What follows belongs to an exercise in optimizing a design on an open flow for a short achievable clock period and few clock cycles per item; a production flow would make more cautious choices.
In this exercise RTL edits were held to simulation tests only and were not proved equivalent to the original.
No activity file was given, so power comes from the tool's default toggle rates.

==> flow/design.v, too long to show whole: its modules and the start of the top module <==
// module backend_decoder: 35 lines
// module backend_reg_file: 19 lines
// module backend_multiplier: 2118 lines
// module backend_top: 173 lines
module backend_top (
  input  logic        clk_i,
  input  logic        rst_ni,
  input  logic        fetch_valid_i,
  output logic        fetch_ready_o,
  input  logic [31:0] fetch_instr_i,
  output logic        commit_valid_o,
  output logic [37:0] commit_o
);
  // ...
==> flow/run.sh <==
#!/bin/bash
# synth_recipe.tcl (not shown) runs the flow's synth.tcl, then flattens the netlist and writes it again
# the make line also repeats each setting of config.mk as NAME=value (left out here)
make -C /OpenROAD-flow-scripts/flow DESIGN_CONFIG=/design/flow/config.mk WORK_HOME=/design/flow/orfs CLKGATE_MAP_FILE= SYNTH_SCRIPT=/design/flow/synth_recipe.tcl finish
==> flow/config.mk <==
export PLATFORM = sky130hd
export DESIGN_NAME = backend_top
export DESIGN_NICKNAME = backend_top
export VERILOG_FILES = /design/flow/design.v
export SDC_FILE = /design/flow/constraint.sdc
export NUM_CORES = 4
export LEC_CHECK = 0
export ABC_CLOCK_PERIOD_IN_PS = 3000
export CAP_MARGIN = 20
export CORE_MARGIN = 2
export CORE_UTILIZATION = 40
export SETUP_SLACK_MARGIN = 5
export SLEW_MARGIN = 20
==> flow/constraint.sdc <==
create_clock -name core_clock -period 12.0 [get_ports {clk_i}]
set_input_delay 2.4000 -clock core_clock [delete_from_list [all_inputs] [get_ports {clk_i}]]
set_output_delay 2.4000 -clock core_clock [all_outputs]
set_load 0.01 [all_outputs]
==> results.txt, run 1 <==
Fin Hold WS 335 ps; Max Slew Vio Count 0; status complete, no violations; CTS max path bufs 3; CP Class reg -> out; multi-input combinational area share 0.420; Final min period 5120 ps; port bufs 74; worst-path fanout max 34; number of sequential cells 1,358; Vias/cell 6.08; met3 wire length 21.8 mm; Switch Pwr 2010 uW; fraction of layout cells with a size suffix above 1 0.184; Resize count post-CTS 0; r2r setup slk 6910 ps; Synth Flop Type edfxtp_1; postcts setup bufs 0; Cells after Synth 5,454; initial antenna violation count 9; Num CTS Buffers 147; beginning of the worst hold path e2_use_rd_q$_DFF_P_; Simple-Gate Fraction of Synth Area 0.0592; CLK BUF 189; Max-area cell class flip-flops and latches; Total GRT Usage 0.259
Testbench counts, summed over its fixed seeds: cycles 24,959, instructions 24,248.
==> run 2, diff against run 1 <==
==> flow/flow/run.sh (new file) <==
#!/bin/bash
# Standard synthesis, then the standard layout with timing repair aimed
# well below the 12 ns clock so that the achieved period shrinks.
set -euo pipefail
bash standard.sh synth > synth.log 2>&1
bash standard.sh SETUP_SLACK_MARGIN=8.6 finish > layout.log 2>&1
==> flow/standard.sh (new file) <==
#!/bin/bash
# synth_recipe.tcl (not shown) runs the flow's synth.tcl, then flattens the netlist and writes it again
# the make line also repeats each setting of config.mk as NAME=value (left out here)
make -C /OpenROAD-flow-scripts/flow DESIGN_CONFIG=/design/flow/config.mk WORK_HOME=/design/flow/orfs CLKGATE_MAP_FILE= SYNTH_SCRIPT=/design/flow/synth_recipe.tcl "${@:-finish}"
--- a/flow/config.mk
+++ b/flow/config.mk
@@ -10,4 +10,3 @@
 export CORE_MARGIN = 2
 export CORE_UTILIZATION = 40
-export SETUP_SLACK_MARGIN = 5
 export SLEW_MARGIN = 20
removed: flow/run.sh
==> run 2 against run 1 <==
  * Fmax is 29% higher
  * Largest power group unchanged
  * Synthesized cell count unchanged
  * Flip-flop and latch count did not move
  * Critical endpoint is now multiplier_inst.r28_3_q$_DFF_P_
  * Worst setup slack better by 1100 ps
  * Via count grew 6.1%
  * Wire length grew 9.0%
  * Sequential power barely moved
  * Register-to-register slack improved by 1100 ps
==> results.txt, run 2 <==
Core ar. 188,000 um2 (unchanged); Syn Std Cell Area 76,000 um2 (unchanged); worst-path fanout max 4 (was 34); CTS tree done (unchanged); Worst Max-Slew Pin Slew 1100 ps (was 1140 ps); Internal 7660 uW (was 7630 uW); placed wire-length estimate 160 mm (was 163 mm); FP Rows 159 (unchanged); Largest Register reg_file_inst.regs_q (unchanged); Synth Flop Type edfxtp_1 (unchanged); Die ar. 193,000 um2 (unchanged); worst skew pair latency 810 ps (was 790 ps); PwrDens 104 nW/um2 (was 114 nW/um2); Leak 0.0332 uW (was 0.0296 uW); multi-input logic area 38,700 um2 (was 35,500 um2); Clock Power Share 0.480 (was 0.476); commonest non-fill, non-tap cell in the layout edfxtp_1 (unchanged); CP arrival 4650 ps (was 2720 ps); ANT nets after route 0 (unchanged); number of flops mapped to enable cells by yosys 1,028 (unchanged); Max stage delay cell, worst path fa_2 (was dfxtp_1); Final Cycle Share 0.331 (was 0.427); Req. time, crit path 12,670 ps (was 9600 ps); port bufs 74 (unchanged); unrepaired setup endpoints after global routing yes (was no); routed wire length 273 mm (was 250 mm); top-count cell post-synth edfxtp_1 (unchanged); router iterations before antenna repair 6 (was 5); Fin Hold WS 326 ps (was 335 ps); First DRT Iteration DRCs 6,526 (was 6,082); sequential share of power 0.512 (was 0.518); Die Height 440 um (unchanged); beginning of the worst hold path e2_use_rd_q$_DFF_P_ (unchanged); Distinct cells, synth 88 (unchanged); io pins 75 (unchanged); skew final 44.3 ps (was 30.9 ps); Setup WS pre-CTS 6630 ps (was 6470 ps); initial antenna violation count 9 (unchanged); YS warnings 4 (unchanged); peak supply drop 0.121 mV (was 0.135 mV); Max Cap Violations 0 (unchanged); final setup fails 0 (unchanged); Overflow after GRT 0 (unchanged); fillers 15,762 (was 16,663); Final Hold Viols 0 (unchanged); Avg WL per Cell 32.2 um (was 30.9 um); top-area cell type share of the netlist area 0.406 (unchanged); worst setup path start e1_a_q[28]$_DFF_P_ (was c_data_q[19]$_DFF_P_); pin count of the biggest net entering global routing 98 (was 116); Async S/R FF share, synth 0.00442 (unchanged); post-route setup TNS 0 ps (unchanged); Worst Setup End Kind flip-flop (was primary output); post-route DRC violation count 0 (unchanged); root buffer cell clkbuf_16 (unchanged); Sw Share 0.212 (was 0.209); max FFs per register 992 (unchanged); post-synthesis sequential area ratio 0.494 (unchanged); Switch Pwr 2060 uW (was 2010 uW); Regs by FF count reg_file_inst.regs_q x992, d_q x36, s_q x36 (unchanged); Hold Path Class reg -> reg (unchanged); Crit path largest cell delay 610 ps (was 1040 ps); CP Class reg -> reg (was reg -> out); most frequent CP cell fa_2; Final min period 3980 ps (was 5120 ps); clk slew on worst S/H paths 60 ps (was 70 ps); logic gate share of total power 0.008 (was 0.006); synth cell count leaders 1,028 x edfxtp_1, 574 x nor2_1, 545 x mux4_2 (unchanged); clk sinks 1,358 (unchanged); Initial Util 0.404 (unchanged); vias in the first global route 52,848 (was 50,371); Vias/cell 6.16 (was 6.08); Cells after Synth 5,454 (unchanged); Via Count 52,209 (was 49,223); worst r2r src e1_a_q[28]$_DFF_P_ (was e1_a_q[11]$_DFF_P_); syn_area_per_cell 13.9 um2 (unchanged); status complete, no violations (unchanged); final worst-path setup slack 8020 ps (was 6880 ps); Worst setup SP type flip-flop (unchanged); area leader, netlist edfxtp_1 (unchanged); Rel. slew slack 0.269 (was 0.233); fraction of layout cells with a size suffix above 1 0.345 (was 0.184); most frequent cells in the layout 1,028 x edfxtp_1, 545 x mux4_2, 510 x nor2_1 (was 1,028 x edfxtp_1, 545 x nor2_1, 545 x mux4_2); synth top area cells edfxtp_1 41%, mux4_2 16%, fa_1 11%, dfxtp_1 8.5%, nor2_1 2.8% (unchanged); Total GRT Usage 0.280 (was 0.259); FF+latch area 37,800 um2 (was 37,500 um2); H-Tree Depth 4 (unchanged); Die Width 440 um (unchanged); RD Place Congestion 0.984 (was 0.976); Layout Utilization 0.498 (was 0.450); Max Slew Vio Count 0 (unchanged); Num CTS Buffers 148 (was 147); Layout area overhead 23.4% (was 11.4%); CTS max path bufs 3 (unchanged); syn_nets 6,052 (unchanged); highest clock rate 251 MHz (was 195 MHz); post-synthesis register bit count 1,358 (unchanged); global-route wire length before repair 386 mm (was 360 mm); nets 6,454 (was 6,074); worst path cell trace buf_4 -> clkinvlp_4 -> nor2_4 -> ha_4 -> fa_2 -> inv_2 -> fa_2 -> inv_2 -> fa_1 -> fa_2 -> fa_2 (was clkdlybuf4s50_1)
[run 2: worst paths after layout]
check                      depth (start not counted)  slack, ps                         endpoint
setup / recovery                                  11       8020  multiplier_inst.r28_3_q$_DFF_P_
hold / removal                                     0        330               c_use_rd_q$_DFF_P_
setup reg to reg                                  11       8020  multiplier_inst.r28_3_q$_DFF_P_
hold reg to reg                                    0        330               c_use_rd_q$_DFF_P_
max in group asynchronous                          1       9830                ready_q$_DFF_PN1_
min in group asynchronous                          1       1860              s_valid_q$_DFF_PN0_
[run 2: metrics by stage]
step | std cells | cell area, um2 | power, uW
floorplan | 5454 | 76400 | 5120
global placement | 7823 | 80000 | 5150
detailed placement | 7825 | 80000 | 5150
CTS | 8393 | 91900 | 9760
global route | 8470 | 93700 | 9950
finish | 8473 | 93700 | 9720
[run 2: per-layer routing]
layer / GRT usage / share of wire / vias up
met5: 0 / 0.00026 / -
met4: 0.126 / 0.055 / 6
met3: 0.0706 / 0.11 / 785
met2: 0.442 / 0.46 / 3212
met1: 0.365 / 0.37 / 27171
li1: - / - / 21035
[run 2: logic make-up after synthesis]
logic type	after synthesis	share of synthesized area
flops	1358	0.494
simple gates	1074	0.0592
buf+inv	794	0.0422
compound gates	792	0.0689
mux	723	0.186
fa+ha+maj	563	0.133
xor+xnor	150	0.0173
[run 2: layout make-up]
class                           count  share of cell area
Inverter                          444              0.0199
Sequential cell                  1358               0.404
Clock inverter                     80              0.0101
Clock buffer                      189              0.0425
Multi-Input combinational cell   3303               0.413
Tap cell                         2495              0.0333
Antenna cell                        3           0.0000801
Timing Repair Buffer              601              0.0773
[run 2: worst max-delay path, delay by kind of cell (launching register included)]
family	cells	cell delay, ps
DFF	1	380
and+or+nand+nor	1	140
buffers and inverters	4	440
adders and majority gates	6	2870
[run 2: power groups by stage]
stage	Clock (uW)	Sequential, uW	Combinational [uW]
after floorplan	0	5090	31.5
after global placement	0	5090	58.0
after detailed placement	0	5090	57.8
after CTS	4710	4980	70.3
after global routing	4890	4980	82.3
final	4660	4980	78.4
[run 2: timing repair]
action | 4_1_cts | 5_1_grt
resized for setup | 1155 | 287
endpoints found under the setup margin | 295 | 224
hold buffers | 0 | 0
pin swaps | 184 | 200
gates cloned | 38 | 2
endpoints found under the hold margin | 0 | 0
buffers inserted | 261 | 75

==> afterwards: timing with drivers on the ports <==
Ports are ideal in the flow. The routed layouts listed here were re-timed in OpenROAD. Step 1 sets driving cells, clkbuf_16 on the clock port and buf_2 on the other inputs (assumed; they add their load-dependent delay and slew). Step 2, shift: input delay + t, output delay - t, t = (earliest + latest rising clock arrival at the registers) / 2. This alone moves slack from input paths to output paths. Three values: no drivers, after step 1, after step 2; two values: the first two.
| run | t, ns | slack for setup (ns) | worst setup path after step 2 | cell pins on the clock port's net |
|---|---|---|---|---|
| run 1 | 0.860 | 6.879 / 6.794 / 6.524 | input to register | 1 |
| run 2 | 0.877 | 8.023 / 8.023 / 7.220 | input to register | 1 |
After both steps every run listed still meets setup and hold. For run 2, which loses most, drivers alone change the setup slack by 0.000 ns; drivers and shift together by -0.803 ns.
